From an optimization exercise on the open Yosys and OpenROAD flow, aimed at small area, a short achievable clock period and few clock cycles per item; shortcuts taken in it are not production practice. The RTL of this run was laid out without a check of its function.

File: flow/design.v
package iir_df1_biquad_axis_pkg;
    localparam int unsigned acc_guard_bits = 3;
endpackage
module iir_fa (
    input  logic a,
    input  logic b,
    input  logic c,
    output logic s,
    output logic co
);
    assign s  = a ^ b ^ c;
    assign co = (a & b) | (a & c) | (b & c);
endmodule
module iir_ha (
    input  logic a,
    input  logic b,
    output logic s,
    output logic co
);
    assign s  = a ^ b;
    assign co = a & b;
endmodule
module iir_r (
    input  logic [15:0] x1,
    input  logic [15:0] x2,
    output logic [17:0] s
);
    logic [17:0] a, b, p, g, c;
    assign a = {{2{x2[15]}}, x2};
    assign b = ~{x1[15], x1, 1'b0};
    assign p = a ^ b;
    assign g = a & b;
    logic G1, P1;
    assign G1 = g[0] | (p[0] & 1'b1);
    assign P1 = p[0] & 1'b0;
    logic G2, P2;
    assign G2 = g[2] | (p[2] & g[1]);
    assign P2 = p[2] & p[1];
    logic G3, P3;
    assign G3 = g[4] | (p[4] & g[3]);
    assign P3 = p[4] & p[3];
    logic G4, P4;
    assign G4 = g[6] | (p[6] & g[5]);
    assign P4 = p[6] & p[5];
    logic G5, P5;
    assign G5 = g[8] | (p[8] & g[7]);
    assign P5 = p[8] & p[7];
    logic G6, P6;
    assign G6 = g[10] | (p[10] & g[9]);
    assign P6 = p[10] & p[9];
    logic G7, P7;
    assign G7 = g[12] | (p[12] & g[11]);
    assign P7 = p[12] & p[11];
    logic G8, P8;
    assign G8 = g[14] | (p[14] & g[13]);
    assign P8 = p[14] & p[13];
    logic G9, P9;
    assign G9 = g[16] | (p[16] & g[15]);
    assign P9 = p[16] & p[15];
    logic G10, P10;
    assign G10 = G2 | (P2 & G1);
    assign P10 = P2 & P1;
    logic G11, P11;
    assign G11 = G4 | (P4 & G3);
    assign P11 = P4 & P3;
    logic G12, P12;
    assign G12 = G6 | (P6 & G5);
    assign P12 = P6 & P5;
    logic G13, P13;
    assign G13 = G8 | (P8 & G7);
    assign P13 = P8 & P7;
    logic G14, P14;
    assign G14 = G11 | (P11 & G10);
    assign P14 = P11 & P10;
    logic G15, P15;
    assign G15 = G13 | (P13 & G12);
    assign P15 = P13 & P12;
    logic G16, P16;
    assign G16 = G15 | (P15 & G14);
    assign P16 = P15 & P14;
    logic G17, P17;
    assign G17 = G12 | (P12 & G14);
    assign P17 = P12 & P14;
    logic G18, P18;
    assign G18 = G3 | (P3 & G10);
    assign P18 = P3 & P10;
    logic G19, P19;
    assign G19 = G5 | (P5 & G14);
    assign P19 = P5 & P14;
    logic G20, P20;
    assign G20 = G7 | (P7 & G17);
    assign P20 = P7 & P17;
    logic G21, P21;
    assign G21 = G9 | (P9 & G16);
    assign P21 = P9 & P16;
    logic G22, P22;
    assign G22 = g[1] | (p[1] & G1);
    assign P22 = p[1] & P1;
    logic G23, P23;
    assign G23 = g[3] | (p[3] & G10);
    assign P23 = p[3] & P10;
    logic G24, P24;
    assign G24 = g[5] | (p[5] & G18);
    assign P24 = p[5] & P18;
    logic G25, P25;
    assign G25 = g[7] | (p[7] & G14);
    assign P25 = p[7] & P14;
    logic G26, P26;
    assign G26 = g[9] | (p[9] & G19);
    assign P26 = p[9] & P19;
    logic G27, P27;
    assign G27 = g[11] | (p[11] & G17);
    assign P27 = p[11] & P17;
    logic G28, P28;
    assign G28 = g[13] | (p[13] & G20);
    assign P28 = p[13] & P20;
    logic G29, P29;
    assign G29 = g[15] | (p[15] & G16);
    assign P29 = p[15] & P16;
    logic G30, P30;
    assign G30 = g[17] | (p[17] & G21);
    assign P30 = p[17] & P21;
    assign c[0] = 1'b1;
    assign c[1] = G1;
    assign c[2] = G22;
    assign c[3] = G10;
    assign c[4] = G23;
    assign c[5] = G18;
    assign c[6] = G24;
    assign c[7] = G14;
    assign c[8] = G25;
    assign c[9] = G19;
    assign c[10] = G26;
    assign c[11] = G17;
    assign c[12] = G27;
    assign c[13] = G20;
    assign c[14] = G28;
    assign c[15] = G16;
    assign c[16] = G29;
    assign c[17] = G21;
    assign s = p ^ c;
endmodule
module iir_df1_biquad_axis
#(
    parameter int unsigned coeff_width  = 16,
    parameter int unsigned inout_width  = 16,
    parameter int unsigned scale_factor = 14,
    parameter int          a1_int_coeff = -31880,
    parameter int          a2_int_coeff = 15531,
    parameter int          bo_int_coeff = 167,
    parameter int          b1_int_coeff = -302,
    parameter int          b2_int_coeff = 167
) (
    input  logic                          clk,
    input  logic                          rst,
    input  logic                          s_axis_tvalid,
    input  logic signed [inout_width-1:0] s_axis_tdata,
    output logic                          m_axis_tready,
    output logic signed [inout_width-1:0] m_axis_tdata,
    output logic                          m_axis_tvalid
);
    logic        v1_q, v2_q, v3_q;        
    logic [15:0] hx1_q, hx2_q;            
    logic [15:0] y1_q;                    
    logic [15:0] yb_q;                    
    logic signed [17:0] r, t_d, t_q;
    logic [31:0]  ga_d, ga_q;
    logic [31:10] gb_d, gb_q;
    logic         gc_d, gc_q;
    logic [29:0]  acc_lo;
    logic [2:0]   top0, top1;
    logic         ok0, ok1, hi_ok, sgn;
    logic [15:0]  y_sat;
    iir_r u_r (.x1(hx1_q), .x2(hx2_q), .s(r));
    assign t_d = 18'(signed'(s_axis_tdata)) + r;
    logic gt1, gt2, gt3, gt4, gt5, gt6, gt7, gt8, gt9, gt10, gt11, gt12;
    logic gt13, gt14, gt15, gt16, gt17, gt18, gt19, gt20, gt21, gt22, gt23, gt24;
    logic gt25, gt26, gt27, gt28, gt29, gt30, gt31, gt32, gt33, gt34, gt35, gt36;
    logic gt37, gt38, gt39, gt40, gt41, gt42, gt43, gt44, gt45, gt46, gt47, gt48;
    logic gt49, gt50, gt51, gt52, gt53, gt54, gt55, gt56, gt57, gt58, gt59, gt60;
    logic gt61, gt62, gt63, gt64, gt65, gt66, gt67, gt68, gt69, gt70, gt71, gt72;
    logic gt73, gt74, gt75, gt76, gt77, gt78, gt79, gt80, gt81, gt82, gt83, gt84;
    logic gt85, gt86, gt87, gt88, gt89, gt90, gt91, gt92, gt93, gt94, gt95, gt96;
    logic gt97, gt98, gt99, gt100, gt101, gt102, gt103, gt104, gt105, gt106, gt107, gt108;
    logic gt109, gt110, gt111, gt112, gt113, gt114, gt115, gt116, gt117, gt118, gt119, gt120;
    logic gt121, gt122, gt123, gt124, gt125, gt126, gt127, gt128, gt129, gt130, gt131, gt132;
    logic gt133, gt134, gt135, gt136, gt137, gt138, gt139, gt140, gt141, gt142, gt143, gt144;
    logic gt145, gt146, gt147, gt148, gt149, gt150, gt151, gt152, gt153, gt154, gt155, gt156;
    logic gt157, gt158, gt159, gt160, gt161, gt162, gt163, gt164, gt165, gt166, gt167, gt168;
    logic gt169, gt170, gt171, gt172, gt173, gt174, gt175, gt176, gt177, gt178, gt179, gt180;
    logic gt181, gt182, gt183, gt184, gt185, gt186, gt187, gt188, gt189, gt190, gt191, gt192;
    logic gt193, gt194, gt195, gt196, gt197, gt198, gt199, gt200, gt201, gt202, gt203, gt204;
    logic gt205, gt206, gt207, gt208, gt209, gt210, gt211, gt212, gt213, gt214, gt215, gt216;
    logic gt217, gt218, gt219, gt220, gt221, gt222, gt223, gt224, gt225, gt226, gt227, gt228;
    logic gt229, gt230, gt231, gt232, gt233, gt234, gt235, gt236, gt237, gt238, gt239, gt240;
    logic gt241, gt242, gt243, gt244, gt245, gt246, gt247, gt248, gt249, gt250, gt251, gt252;
    logic gt253, gt254, gt255, gt256, gt257, gt258, gt259, gt260, gt261, gt262, gt263, gt264;
    logic gt265, gt266, gt267, gt268, gt269, gt270, gt271, gt272, gt273, gt274, gt275, gt276;
    logic gt277, gt278, gt279, gt280, gt281, gt282, gt283, gt284, gt285, gt286, gt287, gt288;
    logic gt289, gt290, gt291, gt292, gt293, gt294, gt295, gt296, gt297, gt298, gt299, gt300;
    logic gt301, gt302, gt303, gt304, gt305, gt306, gt307, gt308, gt309, gt310, gt311, gt312;
    logic gt313, gt314, gt315, gt316, gt317, gt318, gt319, gt320, gt321, gt322, gt323, gt324;
    logic gt325, gt326, gt327, gt328, gt329, gt330, gt331, gt332, gt333, gt334, gt335, gt336;
    logic gt337, gt338, gt339, gt340, gt341, gt342, gt343, gt344, gt345, gt346, gt347, gt348;
    logic gt349, gt350, gt351, gt352, gt353, gt354, gt355, gt356, gt357, gt358, gt359, gt360;
    logic gt361, gt362, gt363, gt364, gt365, gt366, gt367, gt368, gt369, gt370, gt371, gt372;
    logic gt373, gt374, gt375, gt376, gt377, gt378, gt379, gt380, gt381, gt382, gt383, gt384;
    logic gt385, gt386, gt387, gt388, gt389, gt390, gt391, gt392, gt393, gt394, gt395, gt396;
    logic gt397, gt398, gt399, gt400, gt401, gt402, gt403, gt404;
    iir_ha u_gt1 (.a(t_q[8]), .b(yb_q[0]), .s(gt1), .co(gt2));
    iir_fa u_gt3 (.a(t_q[6]), .b(t_q[4]), .c(t_q[2]), .s(gt3), .co(gt4));
    iir_ha u_gt5 (.a(t_q[10]), .b(yb_q[2]), .s(gt5), .co(gt6));
    iir_fa u_gt7 (.a(t_q[7]), .b(t_q[5]), .c(t_q[3]), .s(gt7), .co(gt8));
    iir_fa u_gt9 (.a(t_q[8]), .b(t_q[6]), .c(t_q[4]), .s(gt9), .co(gt10));
    iir_fa u_gt11 (.a(hx2_q[6]), .b(yb_q[11]), .c(yb_q[9]), .s(gt11), .co(gt12));
    iir_fa u_gt13 (.a(t_q[9]), .b(t_q[7]), .c(t_q[5]), .s(gt13), .co(gt14));
    iir_fa u_gt15 (.a(hx2_q[7]), .b(yb_q[12]), .c(yb_q[10]), .s(gt15), .co(gt16));
    iir_fa u_gt17 (.a(t_q[10]), .b(t_q[8]), .c(t_q[6]), .s(gt17), .co(gt18));
    iir_fa u_gt19 (.a(hx2_q[8]), .b(yb_q[13]), .c(yb_q[11]), .s(gt19), .co(gt20));
    iir_ha u_gt21 (.a(t_q[14]), .b(yb_q[6]), .s(gt21), .co(gt22));
    iir_fa u_gt23 (.a(t_q[11]), .b(t_q[9]), .c(t_q[7]), .s(gt23), .co(gt24));
    iir_fa u_gt25 (.a(hx2_q[9]), .b(yb_q[14]), .c(yb_q[12]), .s(gt25), .co(gt26));
    iir_ha u_gt27 (.a(t_q[15]), .b(yb_q[15]), .s(gt27), .co(gt28));
    iir_fa u_gt29 (.a(t_q[12]), .b(t_q[10]), .c(t_q[8]), .s(gt29), .co(gt30));
    iir_fa u_gt31 (.a(hx2_q[10]), .b(yb_q[13]), .c(yb_q[11]), .s(gt31), .co(gt32));
    iir_ha u_gt33 (.a(yb_q[9]), .b(yb_q[5]), .s(gt33), .co(gt34));
    iir_ha u_gt35 (.a(t_q[16]), .b(yb_q[8]), .s(gt35), .co(gt36));
    iir_fa u_gt37 (.a(t_q[13]), .b(t_q[11]), .c(t_q[9]), .s(gt37), .co(gt38));
    iir_fa u_gt39 (.a(hx2_q[11]), .b(yb_q[14]), .c(yb_q[12]), .s(gt39), .co(gt40));
    iir_ha u_gt41 (.a(yb_q[10]), .b(yb_q[6]), .s(gt41), .co(gt42));
    iir_ha u_gt43 (.a(t_q[17]), .b(t_q[14]), .s(gt43), .co(gt44));
    assign gt45 = gt43 | gt44;
    iir_fa u_gt46 (.a(t_q[12]), .b(t_q[10]), .c(hx2_q[12]), .s(gt46), .co(gt47));
    iir_fa u_gt48 (.a(yb_q[15]), .b(yb_q[9]), .c(yb_q[3]), .s(gt48), .co(gt49));
    iir_ha u_gt50 (.a(yb_q[13]), .b(yb_q[11]), .s(gt50), .co(gt51));
    iir_ha u_gt52 (.a(t_q[15]), .b(t_q[13]), .s(gt52), .co(gt53));
    assign gt54 = gt52 | gt53;
    iir_fa u_gt55 (.a(t_q[11]), .b(hx2_q[13]), .c(yb_q[14]), .s(gt55), .co(gt56));
    iir_ha u_gt57 (.a(yb_q[12]), .b(yb_q[8]), .s(gt57), .co(gt58));
    iir_ha u_gt59 (.a(t_q[16]), .b(t_q[14]), .s(gt59), .co(gt60));
    assign gt61 = gt59 | gt60;
    iir_fa u_gt62 (.a(t_q[12]), .b(hx2_q[14]), .c(yb_q[13]), .s(gt62), .co(gt63));
    iir_ha u_gt64 (.a(t_q[17]), .b(hx2_q[15]), .s(gt64), .co(gt65));
    assign gt66 = ~(t_q[17] | hx2_q[15]);
    iir_ha u_gt67 (.a(t_q[2]), .b(t_q[0]), .s(gt67), .co(gt68));
    iir_fa u_gt69 (.a(t_q[3]), .b(t_q[1]), .c(hx2_q[1]), .s(gt69), .co(gt70));
    iir_ha u_gt71 (.a(yb_q[6]), .b(yb_q[4]), .s(gt71), .co(gt72));
    iir_fa u_gt73 (.a(t_q[4]), .b(t_q[2]), .c(t_q[0]), .s(gt73), .co(gt74));
    iir_fa u_gt75 (.a(hx2_q[2]), .b(yb_q[7]), .c(yb_q[5]), .s(gt75), .co(gt76));
    iir_ha u_gt77 (.a(yb_q[3]), .b(yb_q[1]), .s(gt77), .co(gt78));
    iir_fa u_gt79 (.a(t_q[5]), .b(t_q[3]), .c(t_q[1]), .s(gt79), .co(gt80));
    iir_fa u_gt81 (.a(hx2_q[3]), .b(yb_q[8]), .c(yb_q[6]), .s(gt81), .co(gt82));
    assign gt83 = ~gt1;
    iir_fa u_gt84 (.a(yb_q[4]), .b(yb_q[2]), .c(gt83), .s(gt84), .co(gt85));
    iir_fa u_gt86 (.a(hx2_q[4]), .b(yb_q[9]), .c(yb_q[7]), .s(gt86), .co(gt87));
    assign gt88 = ~t_q[9];
    iir_fa u_gt89 (.a(gt88), .b(yb_q[5]), .c(yb_q[3]), .s(gt89), .co(gt90));
    assign gt91 = ~gt3;
    iir_fa u_gt92 (.a(yb_q[1]), .b(gt2), .c(gt91), .s(gt92), .co(gt93));
    iir_fa u_gt94 (.a(hx2_q[5]), .b(yb_q[10]), .c(yb_q[8]), .s(gt94), .co(gt95));
    iir_fa u_gt96 (.a(yb_q[6]), .b(yb_q[4]), .c(yb_q[0]), .s(gt96), .co(gt97));
    assign gt98 = ~gt5;
    iir_fa u_gt99 (.a(gt4), .b(gt98), .c(gt7), .s(gt99), .co(gt100));
    iir_fa u_gt101 (.a(yb_q[7]), .b(yb_q[5]), .c(yb_q[1]), .s(gt101), .co(gt102));
    iir_fa u_gt103 (.a(t_q[11]), .b(yb_q[3]), .c(gt6), .s(gt103), .co(gt104));
    iir_fa u_gt105 (.a(gt8), .b(gt9), .c(gt11), .s(gt105), .co(gt106));
    iir_fa u_gt107 (.a(yb_q[8]), .b(yb_q[6]), .c(yb_q[2]), .s(gt107), .co(gt108));
    iir_fa u_gt109 (.a(gt10), .b(gt12), .c(gt13), .s(gt109), .co(gt110));
    assign gt111 = ~gt15;
    iir_fa u_gt112 (.a(t_q[12]), .b(yb_q[4]), .c(gt111), .s(gt112), .co(gt113));
    iir_fa u_gt114 (.a(yb_q[9]), .b(yb_q[7]), .c(yb_q[3]), .s(gt114), .co(gt115));
    iir_fa u_gt116 (.a(gt14), .b(gt16), .c(gt17), .s(gt116), .co(gt117));
    assign gt118 = ~gt19;
    iir_fa u_gt119 (.a(t_q[13]), .b(yb_q[5]), .c(gt118), .s(gt119), .co(gt120));
    iir_fa u_gt121 (.a(yb_q[10]), .b(yb_q[8]), .c(yb_q[4]), .s(gt121), .co(gt122));
    iir_fa u_gt123 (.a(gt18), .b(gt20), .c(gt23), .s(gt123), .co(gt124));
    assign gt125 = ~gt25;
    iir_fa u_gt126 (.a(yb_q[0]), .b(gt21), .c(gt125), .s(gt126), .co(gt127));
    assign gt128 = ~gt33;
    iir_fa u_gt129 (.a(yb_q[7]), .b(yb_q[1]), .c(gt128), .s(gt129), .co(gt130));
    iir_fa u_gt131 (.a(gt24), .b(gt26), .c(gt29), .s(gt131), .co(gt132));
    assign gt133 = ~gt31;
    iir_fa u_gt134 (.a(gt22), .b(gt27), .c(gt133), .s(gt134), .co(gt135));
    assign gt136 = ~yb_q[2];
    iir_fa u_gt137 (.a(gt136), .b(gt34), .c(gt41), .s(gt137), .co(gt138));
    iir_fa u_gt139 (.a(gt30), .b(gt32), .c(gt37), .s(gt139), .co(gt140));
    assign gt141 = ~gt39;
    iir_fa u_gt142 (.a(gt28), .b(gt35), .c(gt141), .s(gt142), .co(gt143));
    iir_fa u_gt144 (.a(yb_q[7]), .b(gt42), .c(gt50), .s(gt144), .co(gt145));
    iir_fa u_gt146 (.a(gt36), .b(gt43), .c(gt48), .s(gt146), .co(gt147));
    iir_fa u_gt148 (.a(gt38), .b(gt40), .c(gt46), .s(gt148), .co(gt149));
    assign gt150 = ~gt51;
    iir_fa u_gt151 (.a(yb_q[10]), .b(yb_q[4]), .c(gt150), .s(gt151), .co(gt152));
    iir_fa u_gt153 (.a(gt57), .b(gt45), .c(gt47), .s(gt153), .co(gt154));
    assign gt155 = ~gt55;
    iir_fa u_gt156 (.a(gt49), .b(gt52), .c(gt155), .s(gt156), .co(gt157));
    iir_fa u_gt158 (.a(yb_q[15]), .b(yb_q[11]), .c(yb_q[5]), .s(gt158), .co(gt159));
    iir_fa u_gt160 (.a(yb_q[9]), .b(gt58), .c(gt54), .s(gt160), .co(gt161));
    assign gt162 = ~gt59;
    iir_fa u_gt163 (.a(gt56), .b(gt162), .c(gt62), .s(gt163), .co(gt164));
    iir_fa u_gt165 (.a(t_q[15]), .b(t_q[13]), .c(yb_q[14]), .s(gt165), .co(gt166));
    assign gt167 = ~yb_q[10];
    iir_fa u_gt168 (.a(yb_q[12]), .b(gt167), .c(yb_q[6]), .s(gt168), .co(gt169));
    iir_fa u_gt170 (.a(gt64), .b(gt61), .c(gt63), .s(gt170), .co(gt171));
    iir_ha u_gt172 (.a(t_q[16]), .b(t_q[14]), .s(gt172), .co(gt173));
    assign gt174 = gt172 | gt173;
    iir_fa u_gt175 (.a(yb_q[15]), .b(yb_q[13]), .c(yb_q[7]), .s(gt175), .co(gt176));
    iir_ha u_gt177 (.a(yb_q[11]), .b(gt66), .s(gt177), .co(gt178));
    iir_fa u_gt179 (.a(t_q[17]), .b(yb_q[14]), .c(yb_q[8]), .s(gt179), .co(gt180));
    iir_ha u_gt181 (.a(t_q[1]), .b(yb_q[4]), .s(gt181), .co(gt182));
    iir_fa u_gt183 (.a(hx2_q[0]), .b(yb_q[5]), .c(yb_q[3]), .s(gt183), .co(gt184));
    iir_ha u_gt185 (.a(t_q[5]), .b(yb_q[1]), .s(gt185), .co(gt186));
    assign gt187 = ~t_q[5] & yb_q[1];
    assign gt188 = ~t_q[6];
    iir_fa u_gt189 (.a(gt188), .b(yb_q[2]), .c(yb_q[0]), .s(gt189), .co(gt190));
    iir_fa u_gt191 (.a(gt68), .b(gt71), .c(gt69), .s(gt191), .co(gt192));
    assign gt193 = ~t_q[7];
    iir_fa u_gt194 (.a(gt193), .b(gt72), .c(gt77), .s(gt194), .co(gt195));
    iir_fa u_gt196 (.a(gt70), .b(gt73), .c(gt75), .s(gt196), .co(gt197));
    iir_fa u_gt198 (.a(gt78), .b(gt74), .c(gt76), .s(gt198), .co(gt199));
    iir_fa u_gt200 (.a(gt79), .b(gt81), .c(gt84), .s(gt200), .co(gt201));
    iir_fa u_gt202 (.a(gt80), .b(gt82), .c(gt86), .s(gt202), .co(gt203));
    assign gt204 = ~gt92;
    iir_fa u_gt205 (.a(gt89), .b(gt85), .c(gt204), .s(gt205), .co(gt206));
    iir_fa u_gt207 (.a(gt87), .b(gt90), .c(gt94), .s(gt207), .co(gt208));
    assign gt209 = ~gt93;
    iir_fa u_gt210 (.a(gt96), .b(gt209), .c(gt99), .s(gt210), .co(gt211));
    iir_fa u_gt212 (.a(gt95), .b(gt97), .c(gt101), .s(gt212), .co(gt213));
    assign gt214 = ~gt103;
    iir_fa u_gt215 (.a(gt100), .b(gt214), .c(gt105), .s(gt215), .co(gt216));
    iir_fa u_gt217 (.a(gt102), .b(gt107), .c(gt106), .s(gt217), .co(gt218));
    assign gt219 = ~gt109;
    iir_fa u_gt220 (.a(gt104), .b(gt219), .c(gt112), .s(gt220), .co(gt221));
    iir_fa u_gt222 (.a(gt108), .b(gt114), .c(gt110), .s(gt222), .co(gt223));
    assign gt224 = ~gt116;
    iir_fa u_gt225 (.a(gt113), .b(gt224), .c(gt119), .s(gt225), .co(gt226));
    iir_fa u_gt227 (.a(gt115), .b(gt121), .c(gt117), .s(gt227), .co(gt228));
    assign gt229 = ~gt123;
    iir_fa u_gt230 (.a(gt120), .b(gt229), .c(gt126), .s(gt230), .co(gt231));
    iir_fa u_gt232 (.a(gt122), .b(gt124), .c(gt131), .s(gt232), .co(gt233));
    iir_fa u_gt234 (.a(gt129), .b(gt127), .c(gt134), .s(gt234), .co(gt235));
    iir_fa u_gt236 (.a(gt130), .b(gt135), .c(gt142), .s(gt236), .co(gt237));
    iir_fa u_gt238 (.a(gt137), .b(gt132), .c(gt139), .s(gt238), .co(gt239));
    iir_fa u_gt240 (.a(gt138), .b(gt144), .c(gt140), .s(gt240), .co(gt241));
    assign gt242 = ~gt148;
    iir_fa u_gt243 (.a(gt143), .b(gt146), .c(gt242), .s(gt243), .co(gt244));
    iir_fa u_gt245 (.a(gt145), .b(gt149), .c(gt153), .s(gt245), .co(gt246));
    iir_fa u_gt247 (.a(gt151), .b(gt147), .c(gt156), .s(gt247), .co(gt248));
    iir_fa u_gt249 (.a(gt158), .b(gt152), .c(gt157), .s(gt249), .co(gt250));
    iir_fa u_gt251 (.a(gt154), .b(gt160), .c(gt163), .s(gt251), .co(gt252));
    assign gt253 = ~gt165;
    iir_fa u_gt254 (.a(gt159), .b(gt253), .c(gt168), .s(gt254), .co(gt255));
    iir_fa u_gt256 (.a(gt161), .b(gt164), .c(gt170), .s(gt256), .co(gt257));
    iir_fa u_gt258 (.a(gt169), .b(gt172), .c(gt175), .s(gt258), .co(gt259));
    iir_fa u_gt260 (.a(gt166), .b(gt177), .c(gt171), .s(gt260), .co(gt261));
    iir_fa u_gt262 (.a(t_q[15]), .b(yb_q[12]), .c(gt174), .s(gt262), .co(gt263));
    assign gt264 = ~gt178;
    iir_fa u_gt265 (.a(gt176), .b(gt179), .c(gt264), .s(gt265), .co(gt266));
    iir_ha u_gt267 (.a(t_q[16]), .b(yb_q[15]), .s(gt267), .co(gt268));
    assign gt269 = gt267 | gt268;
    assign gt270 = ~yb_q[13];
    iir_fa u_gt271 (.a(gt270), .b(yb_q[9]), .c(gt180), .s(gt271), .co(gt272));
    iir_ha u_gt273 (.a(t_q[17]), .b(yb_q[10]), .s(gt273), .co(gt274));
    iir_ha u_gt275 (.a(t_q[0]), .b(yb_q[3]), .s(gt275), .co(gt276));
    assign gt277 = ~t_q[4];
    iir_fa u_gt278 (.a(gt277), .b(yb_q[2]), .c(yb_q[0]), .s(gt278), .co(gt279));
    assign gt280 = ~gt185;
    iir_fa u_gt281 (.a(gt182), .b(gt280), .c(gt67), .s(gt281), .co(gt282));
    iir_fa u_gt283 (.a(gt187), .b(gt184), .c(gt189), .s(gt283), .co(gt284));
    iir_fa u_gt285 (.a(gt190), .b(gt194), .c(gt192), .s(gt285), .co(gt286));
    iir_fa u_gt287 (.a(gt195), .b(gt197), .c(gt198), .s(gt287), .co(gt288));
    iir_fa u_gt289 (.a(gt199), .b(gt202), .c(gt201), .s(gt289), .co(gt290));
    iir_fa u_gt291 (.a(gt203), .b(gt207), .c(gt206), .s(gt291), .co(gt292));
    iir_fa u_gt293 (.a(gt208), .b(gt212), .c(gt211), .s(gt293), .co(gt294));
    iir_fa u_gt295 (.a(gt213), .b(gt216), .c(gt217), .s(gt295), .co(gt296));
    assign gt297 = ~gt221;
    iir_fa u_gt298 (.a(gt218), .b(gt297), .c(gt222), .s(gt298), .co(gt299));
    assign gt300 = ~gt226;
    iir_fa u_gt301 (.a(gt223), .b(gt300), .c(gt227), .s(gt301), .co(gt302));
    assign gt303 = ~gt231;
    iir_fa u_gt304 (.a(gt228), .b(gt303), .c(gt232), .s(gt304), .co(gt305));
    assign gt306 = ~gt233;
    iir_fa u_gt307 (.a(gt306), .b(gt235), .c(gt236), .s(gt307), .co(gt308));
    assign gt309 = ~gt237;
    iir_fa u_gt310 (.a(gt309), .b(gt239), .c(gt240), .s(gt310), .co(gt311));
    assign gt312 = ~gt244;
    iir_fa u_gt313 (.a(gt241), .b(gt312), .c(gt245), .s(gt313), .co(gt314));
    assign gt315 = ~gt246;
    iir_fa u_gt316 (.a(gt315), .b(gt248), .c(gt249), .s(gt316), .co(gt317));
    assign gt318 = ~gt252;
    iir_fa u_gt319 (.a(gt254), .b(gt250), .c(gt318), .s(gt319), .co(gt320));
    assign gt321 = ~gt257;
    iir_fa u_gt322 (.a(gt255), .b(gt258), .c(gt321), .s(gt322), .co(gt323));
    assign gt324 = ~gt262;
    iir_fa u_gt325 (.a(gt259), .b(gt324), .c(gt265), .s(gt325), .co(gt326));
    iir_fa u_gt327 (.a(gt267), .b(gt271), .c(gt266), .s(gt327), .co(gt328));
    assign gt329 = ~gt273;
    iir_fa u_gt330 (.a(yb_q[14]), .b(gt269), .c(gt329), .s(gt330), .co(gt331));
    iir_ha u_gt332 (.a(yb_q[15]), .b(yb_q[11]), .s(gt332), .co(gt333));
    assign gt334 = ~(yb_q[15] | yb_q[11]);
    iir_ha u_gt335 (.a(t_q[1]), .b(yb_q[1]), .s(gt335), .co(gt336));
    assign gt337 = ~t_q[1] & yb_q[1];
    assign gt338 = ~t_q[2];
    iir_fa u_gt339 (.a(gt338), .b(yb_q[2]), .c(yb_q[0]), .s(gt339), .co(gt340));
    assign gt341 = ~t_q[3];
    iir_fa u_gt342 (.a(gt341), .b(yb_q[1]), .c(gt275), .s(gt342), .co(gt343));
    iir_fa u_gt344 (.a(gt276), .b(gt181), .c(gt278), .s(gt344), .co(gt345));
    iir_fa u_gt346 (.a(gt279), .b(gt183), .c(gt281), .s(gt346), .co(gt347));
    iir_fa u_gt348 (.a(gt282), .b(gt283), .c(gt191), .s(gt348), .co(gt349));
    iir_fa u_gt350 (.a(gt284), .b(gt196), .c(gt285), .s(gt350), .co(gt351));
    iir_fa u_gt352 (.a(gt286), .b(gt287), .c(gt200), .s(gt352), .co(gt353));
    iir_fa u_gt354 (.a(gt288), .b(gt205), .c(gt289), .s(gt354), .co(gt355));
    iir_fa u_gt356 (.a(gt210), .b(gt290), .c(gt291), .s(gt356), .co(gt357));
    iir_fa u_gt358 (.a(gt215), .b(gt292), .c(gt293), .s(gt358), .co(gt359));
    assign gt360 = ~gt220;
    iir_fa u_gt361 (.a(gt360), .b(gt294), .c(gt295), .s(gt361), .co(gt362));
    assign gt363 = ~gt225;
    iir_fa u_gt364 (.a(gt363), .b(gt296), .c(gt298), .s(gt364), .co(gt365));
    assign gt366 = ~gt230;
    iir_fa u_gt367 (.a(gt366), .b(gt299), .c(gt301), .s(gt367), .co(gt368));
    assign gt369 = ~gt234;
    iir_fa u_gt370 (.a(gt369), .b(gt302), .c(gt304), .s(gt370), .co(gt371));
    assign gt372 = ~gt307;
    iir_fa u_gt373 (.a(gt238), .b(gt305), .c(gt372), .s(gt373), .co(gt374));
    assign gt375 = ~gt310;
    iir_fa u_gt376 (.a(gt243), .b(gt308), .c(gt375), .s(gt376), .co(gt377));
    assign gt378 = ~gt247;
    iir_fa u_gt379 (.a(gt378), .b(gt311), .c(gt313), .s(gt379), .co(gt380));
    assign gt381 = ~gt316;
    iir_fa u_gt382 (.a(gt251), .b(gt314), .c(gt381), .s(gt382), .co(gt383));
    assign gt384 = ~gt256;
    iir_fa u_gt385 (.a(gt384), .b(gt317), .c(gt319), .s(gt385), .co(gt386));
    assign gt387 = ~gt260;
    iir_fa u_gt388 (.a(gt387), .b(gt320), .c(gt322), .s(gt388), .co(gt389));
    assign gt390 = ~gt261;
    iir_fa u_gt391 (.a(gt390), .b(gt325), .c(gt323), .s(gt391), .co(gt392));
    assign gt393 = ~gt263;
    iir_fa u_gt394 (.a(gt393), .b(gt326), .c(gt327), .s(gt394), .co(gt395));
    assign gt396 = ~gt330;
    iir_fa u_gt397 (.a(gt396), .b(gt272), .c(gt328), .s(gt397), .co(gt398));
    assign gt399 = ~gt274;
    iir_fa u_gt400 (.a(gt332), .b(gt399), .c(gt331), .s(gt400), .co(gt401));
    iir_ha u_gt402 (.a(yb_q[12]), .b(gt334), .s(gt402), .co(gt403));
    assign gt404 = ~yb_q[12] & gt334;
    logic [10:0] g_lo;
    assign g_lo = {1'b0, gt353, gt351, gt349, gt347, gt345, gt343, gt340, gt337, ~t_q[0], t_q[0]} + {1'b0, gt354, gt352, gt350, gt348, gt346, gt344, gt342, gt339, ~gt335, yb_q[0]};
    assign ga_d = {1'b1, 1'b0, ~yb_q[14], ~yb_q[13], gt404, gt401, ~gt398, ~gt395, ~gt392, ~gt389, ~gt386, gt383, gt380, ~gt377, gt374, gt371, gt368, gt365, gt362, gt359, gt357, gt355, g_lo[9:0]};
    assign gb_d = {1'b0, 1'b0, yb_q[15], yb_q[14], yb_q[13], ~gt402, gt400, ~gt397, ~gt394, ~gt391, ~gt388, ~gt385, gt382, gt379, ~gt376, gt373, gt370, gt367, gt364, gt361, gt358, gt356};
    assign gc_d = g_lo[10];
    logic lt1, lt2, lt3, lt4, lt5, lt6, lt7, lt8, lt9, lt10, lt11, lt12;
    logic lt13, lt14, lt15, lt16, lt17, lt18, lt19, lt20, lt21, lt22, lt23, lt24;
    logic lt25, lt26, lt27, lt28, lt29, lt30, lt31, lt32, lt33, lt34, lt35, lt36;
    logic lt37, lt38, lt39, lt40, lt41, lt42, lt43, lt44, lt45, lt46, lt47, lt48;
    logic lt49, lt50, lt51, lt52, lt53, lt54, lt55, lt56, lt57, lt58, lt59, lt60;
    logic lt61, lt62, lt63, lt64, lt65, lt66, lt67, lt68, lt69, lt70, lt71, lt72;
    logic lt73, lt74, lt75, lt76, lt77, lt78, lt79, lt80, lt81, lt82, lt83, lt84;
    logic lt85, lt86, lt87, lt88, lt89, lt90, lt91, lt92, lt93, lt94, lt95, lt96;
    logic lt97, lt98, lt99, lt100, lt101, lt102, lt103, lt104, lt105, lt106, lt107, lt108;
    logic lt109, lt110, lt111, lt112, lt113, lt114, lt115, lt116, lt117, lt118, lt119, lt120;
    logic lt121, lt122, lt123, lt124, lt125, lt126, lt127, lt128, lt129, lt130, lt131, lt132;
    logic lt133, lt134, lt135, lt136, lt137, lt138, lt139, lt140, lt141, lt142, lt143, lt144;
    logic lt145, lt146, lt147, lt148, lt149, lt150, lt151, lt152, lt153, lt154, lt155, lt156;
    iir_fa u_lt1 (.a(ga_q[10]), .b(gb_q[10]), .c(gc_q), .s(lt1), .co(lt2));
    iir_fa u_lt3 (.a(ga_q[11]), .b(gb_q[11]), .c(y1_q[8]), .s(lt3), .co(lt4));
    iir_fa u_lt5 (.a(ga_q[12]), .b(gb_q[12]), .c(y1_q[9]), .s(lt5), .co(lt6));
    iir_fa u_lt7 (.a(ga_q[13]), .b(gb_q[13]), .c(y1_q[10]), .s(lt7), .co(lt8));
    iir_fa u_lt9 (.a(ga_q[14]), .b(gb_q[14]), .c(y1_q[11]), .s(lt9), .co(lt10));
    iir_fa u_lt11 (.a(ga_q[15]), .b(gb_q[15]), .c(y1_q[12]), .s(lt11), .co(lt12));
    iir_ha u_lt13 (.a(y1_q[8]), .b(y1_q[0]), .s(lt13), .co(lt14));
    iir_fa u_lt15 (.a(ga_q[16]), .b(gb_q[16]), .c(y1_q[13]), .s(lt15), .co(lt16));
    assign lt17 = ~y1_q[6];
    iir_fa u_lt18 (.a(y1_q[9]), .b(lt17), .c(y1_q[1]), .s(lt18), .co(lt19));
    iir_fa u_lt20 (.a(ga_q[17]), .b(gb_q[17]), .c(y1_q[14]), .s(lt20), .co(lt21));
    assign lt22 = ~y1_q[7];
    iir_fa u_lt23 (.a(y1_q[10]), .b(lt22), .c(y1_q[2]), .s(lt23), .co(lt24));
    iir_fa u_lt25 (.a(ga_q[18]), .b(gb_q[18]), .c(y1_q[11]), .s(lt25), .co(lt26));
    assign lt27 = ~y1_q[3];
    iir_fa u_lt28 (.a(y1_q[15]), .b(y1_q[8]), .c(lt27), .s(lt28), .co(lt29));
    iir_fa u_lt30 (.a(ga_q[19]), .b(gb_q[19]), .c(y1_q[12]), .s(lt30), .co(lt31));
    iir_ha u_lt32 (.a(y1_q[9]), .b(y1_q[4]), .s(lt32), .co(lt33));
    assign lt34 = ~y1_q[9] & y1_q[4];
    iir_fa u_lt35 (.a(ga_q[20]), .b(gb_q[20]), .c(y1_q[13]), .s(lt35), .co(lt36));
    iir_ha u_lt37 (.a(y1_q[10]), .b(y1_q[5]), .s(lt37), .co(lt38));
    assign lt39 = ~y1_q[10] & y1_q[5];
    iir_fa u_lt40 (.a(ga_q[21]), .b(gb_q[21]), .c(y1_q[14]), .s(lt40), .co(lt41));
    iir_ha u_lt42 (.a(y1_q[11]), .b(y1_q[6]), .s(lt42), .co(lt43));
    assign lt44 = ~y1_q[11] & y1_q[6];
    iir_fa u_lt45 (.a(ga_q[22]), .b(gb_q[22]), .c(y1_q[7]), .s(lt45), .co(lt46));
    iir_ha u_lt47 (.a(y1_q[15]), .b(y1_q[12]), .s(lt47), .co(lt48));
    assign lt49 = ~(y1_q[15] | y1_q[12]);
    iir_fa u_lt50 (.a(ga_q[23]), .b(gb_q[23]), .c(y1_q[8]), .s(lt50), .co(lt51));
    iir_ha u_lt52 (.a(ga_q[24]), .b(gb_q[24]), .s(lt52), .co(lt53));
    iir_ha u_lt54 (.a(ga_q[25]), .b(gb_q[25]), .s(lt54), .co(lt55));
    iir_ha u_lt56 (.a(y1_q[7]), .b(y1_q[3]), .s(lt56), .co(lt57));
    iir_fa u_lt58 (.a(y1_q[4]), .b(lt2), .c(lt3), .s(lt58), .co(lt59));
    iir_fa u_lt60 (.a(y1_q[5]), .b(lt4), .c(lt5), .s(lt60), .co(lt61));
    iir_fa u_lt62 (.a(y1_q[6]), .b(lt6), .c(lt7), .s(lt62), .co(lt63));
    iir_fa u_lt64 (.a(y1_q[7]), .b(lt8), .c(lt9), .s(lt64), .co(lt65));
    iir_fa u_lt66 (.a(lt13), .b(lt10), .c(lt11), .s(lt66), .co(lt67));
    iir_fa u_lt68 (.a(lt14), .b(lt12), .c(lt15), .s(lt68), .co(lt69));
    iir_fa u_lt70 (.a(lt16), .b(lt19), .c(lt20), .s(lt70), .co(lt71));
    iir_fa u_lt72 (.a(lt21), .b(lt24), .c(lt25), .s(lt72), .co(lt73));
    assign lt74 = ~lt26;
    iir_fa u_lt75 (.a(lt32), .b(lt74), .c(lt29), .s(lt75), .co(lt76));
    iir_fa u_lt77 (.a(lt34), .b(lt31), .c(lt35), .s(lt77), .co(lt78));
    iir_fa u_lt79 (.a(lt39), .b(lt36), .c(lt40), .s(lt79), .co(lt80));
    iir_fa u_lt81 (.a(lt44), .b(lt47), .c(lt41), .s(lt81), .co(lt82));
    iir_fa u_lt83 (.a(lt49), .b(lt46), .c(lt50), .s(lt83), .co(lt84));
    assign lt85 = ~y1_q[14];
    iir_fa u_lt86 (.a(lt85), .b(y1_q[9]), .c(lt52), .s(lt86), .co(lt87));
    iir_fa u_lt88 (.a(y1_q[15]), .b(y1_q[10]), .c(lt53), .s(lt88), .co(lt89));
    iir_fa u_lt90 (.a(ga_q[26]), .b(gb_q[26]), .c(y1_q[11]), .s(lt90), .co(lt91));
    iir_ha u_lt92 (.a(ga_q[27]), .b(gb_q[27]), .s(lt92), .co(lt93));
    iir_ha u_lt94 (.a(ga_q[28]), .b(gb_q[28]), .s(lt94), .co(lt95));
    iir_ha u_lt96 (.a(ga_q[29]), .b(gb_q[29]), .s(lt96), .co(lt97));
    iir_ha u_lt98 (.a(ga_q[7]), .b(y1_q[4]), .s(lt98), .co(lt99));
    iir_fa u_lt100 (.a(ga_q[8]), .b(y1_q[5]), .c(y1_q[1]), .s(lt100), .co(lt101));
    iir_fa u_lt102 (.a(ga_q[9]), .b(y1_q[6]), .c(y1_q[2]), .s(lt102), .co(lt103));
    assign lt104 = ~y1_q[0];
    iir_fa u_lt105 (.a(lt104), .b(lt56), .c(lt1), .s(lt105), .co(lt106));
    assign lt107 = ~y1_q[1];
    iir_fa u_lt108 (.a(lt107), .b(lt57), .c(lt58), .s(lt108), .co(lt109));
    assign lt110 = ~y1_q[2];
    iir_fa u_lt111 (.a(lt110), .b(lt59), .c(lt60), .s(lt111), .co(lt112));
    iir_fa u_lt113 (.a(lt27), .b(lt61), .c(lt62), .s(lt113), .co(lt114));
    assign lt115 = ~y1_q[4];
    iir_fa u_lt116 (.a(lt115), .b(lt63), .c(lt64), .s(lt116), .co(lt117));
    assign lt118 = ~y1_q[5];
    iir_fa u_lt119 (.a(lt118), .b(lt65), .c(lt66), .s(lt119), .co(lt120));
    iir_fa u_lt121 (.a(lt18), .b(lt67), .c(lt68), .s(lt121), .co(lt122));
    iir_fa u_lt123 (.a(lt23), .b(lt69), .c(lt70), .s(lt123), .co(lt124));
    assign lt125 = ~lt28;
    iir_fa u_lt126 (.a(lt125), .b(lt71), .c(lt72), .s(lt126), .co(lt127));
    assign lt128 = ~lt75;
    iir_fa u_lt129 (.a(lt30), .b(lt73), .c(lt128), .s(lt129), .co(lt130));
    assign lt131 = ~lt77;
    iir_fa u_lt132 (.a(lt37), .b(lt76), .c(lt131), .s(lt132), .co(lt133));
    assign lt134 = ~lt42;
    iir_fa u_lt135 (.a(lt134), .b(lt78), .c(lt79), .s(lt135), .co(lt136));
    iir_fa u_lt137 (.a(lt45), .b(lt80), .c(lt81), .s(lt137), .co(lt138));
    assign lt139 = ~y1_q[13];
    iir_fa u_lt140 (.a(lt139), .b(lt82), .c(lt83), .s(lt140), .co(lt141));
    iir_fa u_lt142 (.a(lt51), .b(lt86), .c(lt84), .s(lt142), .co(lt143));
    iir_fa u_lt144 (.a(lt54), .b(lt87), .c(lt88), .s(lt144), .co(lt145));
    iir_fa u_lt146 (.a(lt55), .b(lt90), .c(lt89), .s(lt146), .co(lt147));
    iir_fa u_lt148 (.a(y1_q[12]), .b(lt92), .c(lt91), .s(lt148), .co(lt149));
    iir_fa u_lt150 (.a(y1_q[13]), .b(lt93), .c(lt94), .s(lt150), .co(lt151));
    iir_fa u_lt152 (.a(y1_q[14]), .b(lt95), .c(lt96), .s(lt152), .co(lt153));
    iir_ha u_lt154 (.a(y1_q[15]), .b(lt97), .s(lt154), .co(lt155));
    assign lt156 = ~y1_q[15] & lt97;
    logic [31:0] la, lb;
    assign la = {lt156, lt153, lt151, lt149, lt147, lt145, lt143, lt141, lt138, lt136, ~lt133, lt130, lt127, lt124, lt122, lt120, lt117, lt114, lt112, lt109, lt106, lt103, lt101, lt99, lt98, ga_q[6], ga_q[5], ga_q[4], ga_q[3], ga_q[2], ga_q[1], ga_q[0]};
    assign lb = {1'b1, ~lt154, lt152, lt150, lt148, lt146, lt144, lt142, lt140, lt137, lt135, ~lt132, lt129, lt126, lt123, lt121, lt119, lt116, lt113, lt111, lt108, lt105, lt102, lt100, y1_q[0], y1_q[3], y1_q[2], y1_q[1], y1_q[0], 1'b0, 1'b0, 1'b0};
    assign acc_lo = {1'b0, la[28:0]} + {1'b0, lb[28:0]};
    assign top0   = la[31:29] + lb[31:29];
    assign top1   = la[31:29] + lb[31:29] + 3'd1;
    assign ok0    = (top0 == 3'b000) || (top0 == 3'b111);
    assign ok1    = (top1 == 3'b000) || (top1 == 3'b111);
    assign hi_ok  = acc_lo[29] ? ok1 : ok0;
    assign sgn    = acc_lo[29] ? top1[2] : top0[2];
    assign y_sat  = {sgn, hi_ok ? acc_lo[28:14] : {15{~sgn}}};
    always_ff @(posedge clk) begin
        t_q  <= t_d;
        ga_q <= ga_d;
        gb_q <= gb_d;
        gc_q <= gc_d;
        if (rst) begin
            v1_q  <= 1'b0;
            v2_q  <= 1'b0;
            v3_q  <= 1'b0;
            hx1_q <= '0;
            hx2_q <= '0;
            y1_q  <= '0;
            yb_q  <= '0;
        end else begin
            v1_q <= s_axis_tvalid;
            v2_q <= v1_q;
            v3_q <= v2_q;
            if (s_axis_tvalid) begin
                hx1_q <= s_axis_tdata;
                hx2_q <= hx1_q;
            end
            if (v2_q) begin
                y1_q <= y_sat;
            end
            if (v1_q && v2_q) begin
                yb_q <= y_sat;
            end else if (v1_q || v2_q) begin
                yb_q <= y1_q;
            end
        end
    end
    assign m_axis_tready = 1'b1;
    assign m_axis_tdata  = y1_q;
    assign m_axis_tvalid = v3_q;
endmodule
File: flow/run.sh
#!/bin/bash
# synth_recipe.tcl (not shown) runs the flow's synth.tcl, then flattens the netlist and writes it again
# the make line also repeats each setting of config.mk as NAME=value (left out here)
make -C /OpenROAD-flow-scripts/flow DESIGN_CONFIG=/design/flow/config.mk WORK_HOME=/design/flow/orfs CLKGATE_MAP_FILE= SYNTH_SCRIPT=/design/flow/synth_recipe.tcl finish
File: flow/config.mk
export PLATFORM = sky130hd
export DESIGN_NAME = iir_df1_biquad_axis
export DESIGN_NICKNAME = iir_df1_biquad_axis
export VERILOG_FILES = /design/flow/design.v
export SDC_FILE = /design/flow/constraint.sdc
export NUM_CORES = 4
export LEC_CHECK = 0
export ABC_AREA = 1
export CAP_MARGIN = 20
export CORE_MARGIN = 2
export CORE_UTILIZATION = 40
export SETUP_SLACK_MARGIN = 3.3
export SLEW_MARGIN = 20
export SYNTH_HIERARCHICAL = 1
export SYNTH_MINIMUM_KEEP_SIZE = 0
File: flow/constraint.sdc
create_clock -name core_clock -period 7.0 [get_ports {clk}]
set_input_delay 1.4000 -clock core_clock [delete_from_list [all_inputs] [get_ports {clk}]]
set_output_delay 1.4000 -clock core_clock [all_outputs]
set_load 0.01 [all_outputs]
==> notes.md <==
-- final timing paths --
check | from | endpoint | slack [ns] | cells after the start
setup / recovery | y1_q[14]$_SDFFE_PP0P_ | y1_q[6]$_SDFFE_PP0P_ | 3.38 | 16
setup reg to reg | y1_q[14]$_SDFFE_PP0P_ | y1_q[6]$_SDFFE_PP0P_ | 3.38 | 16
hold reg to reg | hx1_q[12]$_SDFFE_PP0P_ | hx2_q[12]$_SDFFE_PP0P_ | 0.50 | 2
hold / removal | hx1_q[12]$_SDFFE_PP0P_ | hx2_q[12]$_SDFFE_PP0P_ | 0.50 | 2
-- through the flow --
stage / hold slack (ns) / setup slack (ns) / cell area (um^2) / std cells
3_5_place_dp: 0.490 / 2.86 / 13400 / 1865
4_1_cts: 0.502 / 3.29 / 14100 / 1901
3_3_place_gp: 0.488 / 2.88 / 13400 / 1865
2_1_floorplan: 0.472 / 3.46 / 12700 / 1448
5_1_grt: 0.522 / 3.22 / 14600 / 1912
6_report: 0.500 / 3.38 / 14600 / 1912
-- modules after synthesis, one instance, submodules excluded --
module               cell area (um^2)  times used
iir_fa                           20.0         198
iir_r                             793           1
iir_ha                           12.5          39
iir_df1_biquad_axis              7440           1
-- metal layers --
metal | GRT usage | routed length, um
met2 | 0.336 | 15000
met5 | 0 | 0
met4 | 0.0506 | 491
met1 | 0.264 | 14600
met3 | 0.0247 | 1220
-- logic make-up after synthesis --
kind of cell / count (synthesis)
AOI/OAI and AO/OA: 165
xor gates and xnor gates: 36
adders and majority gates: 315
buffers and inverters: 298
DFF: 133
other: 1
and+or+nand+nor: 500
-- critical path, stage by stage (launching register included) --
cell and delay, ns:
sky130_fd_sc_hd__dfxtp_4 0.37, sky130_fd_sc_hd__fa_1 0.49, sky130_fd_sc_hd__fa_1 0.52, sky130_fd_sc_hd__fa_1 0.54, sky130_fd_sc_hd__ha_4 0.33, sky130_fd_sc_hd__nand2_4 0.08, sky130_fd_sc_hd__nor2_4 0.14, sky130_fd_sc_hd__nand2_2 0.08
sky130_fd_sc_hd__nor2_4 0.11, sky130_fd_sc_hd__nand2_4 0.05, sky130_fd_sc_hd__buf_4 0.15, sky130_fd_sc_hd__nand3_2 0.09, sky130_fd_sc_hd__nand2_4 0.11, sky130_fd_sc_hd__nand2_8 0.15, sky130_fd_sc_hd__nand2_1 0.09, sky130_fd_sc_hd__o21ai_1 0.14
sky130_fd_sc_hd__inv_1 0.05
-- cells in the final DEF (no fill, tap or decap), drive strengths merged, types with 7 or more instances in the layout --
master / n
ha: 108
nor2: 121
a21oi: 74
inv: 277
xnor2: 12
fa: 207
a21o: 7
xor2: 24
clkdlybuf4s50: 34
clkbuf: 18
o21ai: 70
nand3: 53
buf: 18
nand4: 9
nand2: 302
dfxtp: 133
-- cells in the mapped netlist --
library cell / count
sky130_fd_sc_hd__a21o_1: 7
sky130_fd_sc_hd__a21oi_1: 61
sky130_fd_sc_hd__a21oi_2: 13
sky130_fd_sc_hd__a31o_1: 1
sky130_fd_sc_hd__and2_1: 4
sky130_fd_sc_hd__buf_4: 2
sky130_fd_sc_hd__buf_6: 3
sky130_fd_sc_hd__clkbuf_1: 16
sky130_fd_sc_hd__clkbuf_8: 3
sky130_fd_sc_hd__conb_1: 1
sky130_fd_sc_hd__dfxtp_1: 133
sky130_fd_sc_hd__fa_1: 207
sky130_fd_sc_hd__ha_1: 108
sky130_fd_sc_hd__inv_1: 271
sky130_fd_sc_hd__inv_2: 3
sky130_fd_sc_hd__nand2_1: 283
sky130_fd_sc_hd__nand2_2: 16
sky130_fd_sc_hd__nand2_4: 1
sky130_fd_sc_hd__nand3_1: 51
sky130_fd_sc_hd__nand3_2: 2
sky130_fd_sc_hd__nand3b_1: 2
sky130_fd_sc_hd__nand3b_4: 1
sky130_fd_sc_hd__nand4_1: 9
sky130_fd_sc_hd__nor2_1: 115
sky130_fd_sc_hd__nor2_2: 4
sky130_fd_sc_hd__nor2_4: 2
sky130_fd_sc_hd__nor3_1: 5
sky130_fd_sc_hd__o211ai_1: 1
sky130_fd_sc_hd__o21a_1: 2
sky130_fd_sc_hd__o21ai_0: 68
sky130_fd_sc_hd__o21ai_1: 2
sky130_fd_sc_hd__o21bai_1: 2
sky130_fd_sc_hd__o21bai_2: 1
sky130_fd_sc_hd__o22ai_1: 5
sky130_fd_sc_hd__o31ai_1: 2
sky130_fd_sc_hd__or2_2: 5
sky130_fd_sc_hd__xnor2_1: 12
sky130_fd_sc_hd__xor2_1: 24
-- state kept, by name (all words and copies together) (netlist names) --
signal	flops
ga_q	27
gb_q	20
gc_q	1
hx1_q	16
hx2_q	16
t_q	18
v1_q	1
v2_q	1
v3_q	1
y1_q	16
yb_q	16
-- cell type report --
| type | count | area share |
|---|---|---|
| Clock inverter | 14 | 0.0102 |
| Tap cell | 402 | 0.0345 |
| Clock buffer | 18 | 0.0301 |
| Multi-Input combinational cell | 1019 | 0.636 |
| Timing Repair Buffer | 52 | 0.0324 |
| Inverter | 274 | 0.0705 |
| Sequential cell | 133 | 0.186 |
-- repair_timing --
action,in CTS,in global routing
hold endpoints to repair,0,0
resized for setup,33,87
endpoints found under the setup margin,33,35
setup buffers,3,10
pin swaps,3,15
hold buffers,0,0
cloned,1,1
==> notes.md <==
----------------------------------------------------
[Status]
  Result of the run ... finished clean

[GRT]
  Initial antenna violation count ... 0
  Total track usage ... 0.196
  Pin count of the biggest net entering global routing ... 43
  Via count of the first global-routing pass ... 9575
  First-pass GRT wire length ... approximately 50000 um
  Overflow left after global routing ... 0

[Layout]
  Ratio of cells with drive above 1 in the final layout ... 0.115
  Total area of sequential cells ... 2710 um^2
  Final antenna diode count ... 0
  Area growth from synthesis to final layout ... 15.0%
  Filler instances ... about 3000
  Multi-input logic area ... 9280 um^2
  Post-layout net count ... 1831
  Post-layout utilization of the core ... 0.465

[Synth]
  Dominant cell type by area after synthesis ... sky130_fd_sc_hd__fa_1
  Area fraction in and, or, nand and nor cells after synthesis ... 0.166
  Netlist cell types ... 38
  Synthesized instance count ... 1448
  Parity-gate share of the synthesized area counting xor and xnor cells ... 0.0249
  Mean area per synthesized cell ... 8.76 um^2
  Total of warnings raised by yosys ... 7
  Post-Syn Nets ... ~1800
  Total of flip-flops plus latches after synthesis ... 133
  Cell Area, Synth ... about 13000 um^2
  Synth area leaders ... sky130_fd_sc_hd__fa_1, sky130_fd_sc_hd__dfxtp_1, sky130_fd_sc_hd__ha_1
  Share of cell area taken by muxes after synthesis ... 0
  Area share of the largest cell type after synthesis ... 0.327
  Synthesized-area fraction occupied by adder cells ... 0.433
  Compound-gate portion of the synthesized area ... 0.0730
  Register area share after synthesis ... 0.210
  Main combinational cell family by area after synthesis ... adder cells

[Setup path]
  Worst EP required ... 7.31 ns
  Crit path launch type ... flop
  Endpoint class of the critical path ... flop
  Crit path DAT ... 3.94 ns
  Setup CP Type ... reg2reg
  Maximum fanout count along the critical path ... 8

[Drt]
  Final wirelength ... 31400 um
  Via count ... 9343
  Mean routed wirelength per cell ... 16.4 um
  Detailed-router iteration count before antenna repair ... 5
  Detailed Route Iter0 Violations ... 412
  Number of nets still failing antenna checks after routing ... 0
  DRC ... 0
  Number of vias per cell after detailed routing ... a little under 5

[Floorplanning]
  Chip Height ... 182 um
  Site row count ... 65
  Horizontal extent of the die ... 182 um
  I/O pin count ... 37
  Core region area ... about 31000 um^2
  Initial Utilization ... 0.404
  Full die area ... 33100 um^2

[CTS]
  CTS tree ... done
  Root buffer cell ... sky130_fd_sc_hd__clkbuf_16
  Number of levels the H-tree was split into ... 4
  Maximum clock insertion buffer count ... 2
  Clock-pin slew reported for the worst setup and hold paths after clock tree synthesis ... 0.06 ns
  Clk sink count ... 133
  Total clock buffers created by CTS ... 17
  Clock latency on the worst-skew pair ... 0.42 ns

[Flow run]
  Number of maximum-capacitance constraint violations ... 0

[STA]
  Number of endpoints with negative hold slack in the final report ... 0
  Final count of pins violating max slew ... 0
  Max Clock Freq ... 276 MHz
  Post-layout minimum cycle time ... 3.62 ns
  Setup violations, final ... 0
  Final worst-path cycle share ... 0.518
  Slew at the pin with the worst max-slew slack ... slightly above 1 ns
  TNS Setup ... 0 ns
  RSZ-0062 raised after global routing ... true
  Worst slew slack as a fraction of its limit ... 0.311
  Final clock skew ... 0.00874 ns

[Placed design]
  Detailed placement HPWL ... 25600 um
  Global placer's final weighted congestion ... 0.898
  Count of input and output buffers ... 35

[Min path]
  Class of the most critical hold timing path ... reg2reg

----------------------------------------------------

re-timing with driven ports:
In the flow no input, the clock included, has a driving cell. The finished layout below was timed again as built, in two steps. Step 1, drivers: a clkbuf_16 drives clk and a buf_2 each remaining input, both assumed. Step 2 times the ports against the registers' clock, not the clock port: input delays grow and output delays shrink by t, the midpoint of the rising clock arrivals with the driver on. a / b / c = no drivers / after step 1 / after step 2; a / b = the first two.
t (ns): 0.468
setup slack, ns: 3.377 / 3.377 / 3.173
worst hold slack (ns): 0.500 / 0.500 / 0.500
latest minus earliest clock arrival (ns): 0.010 / 0.009
After both steps this run still meets setup and hold. For this run, drivers alone change the setup slack by 0.000 ns; drivers and shift together by -0.204 ns.
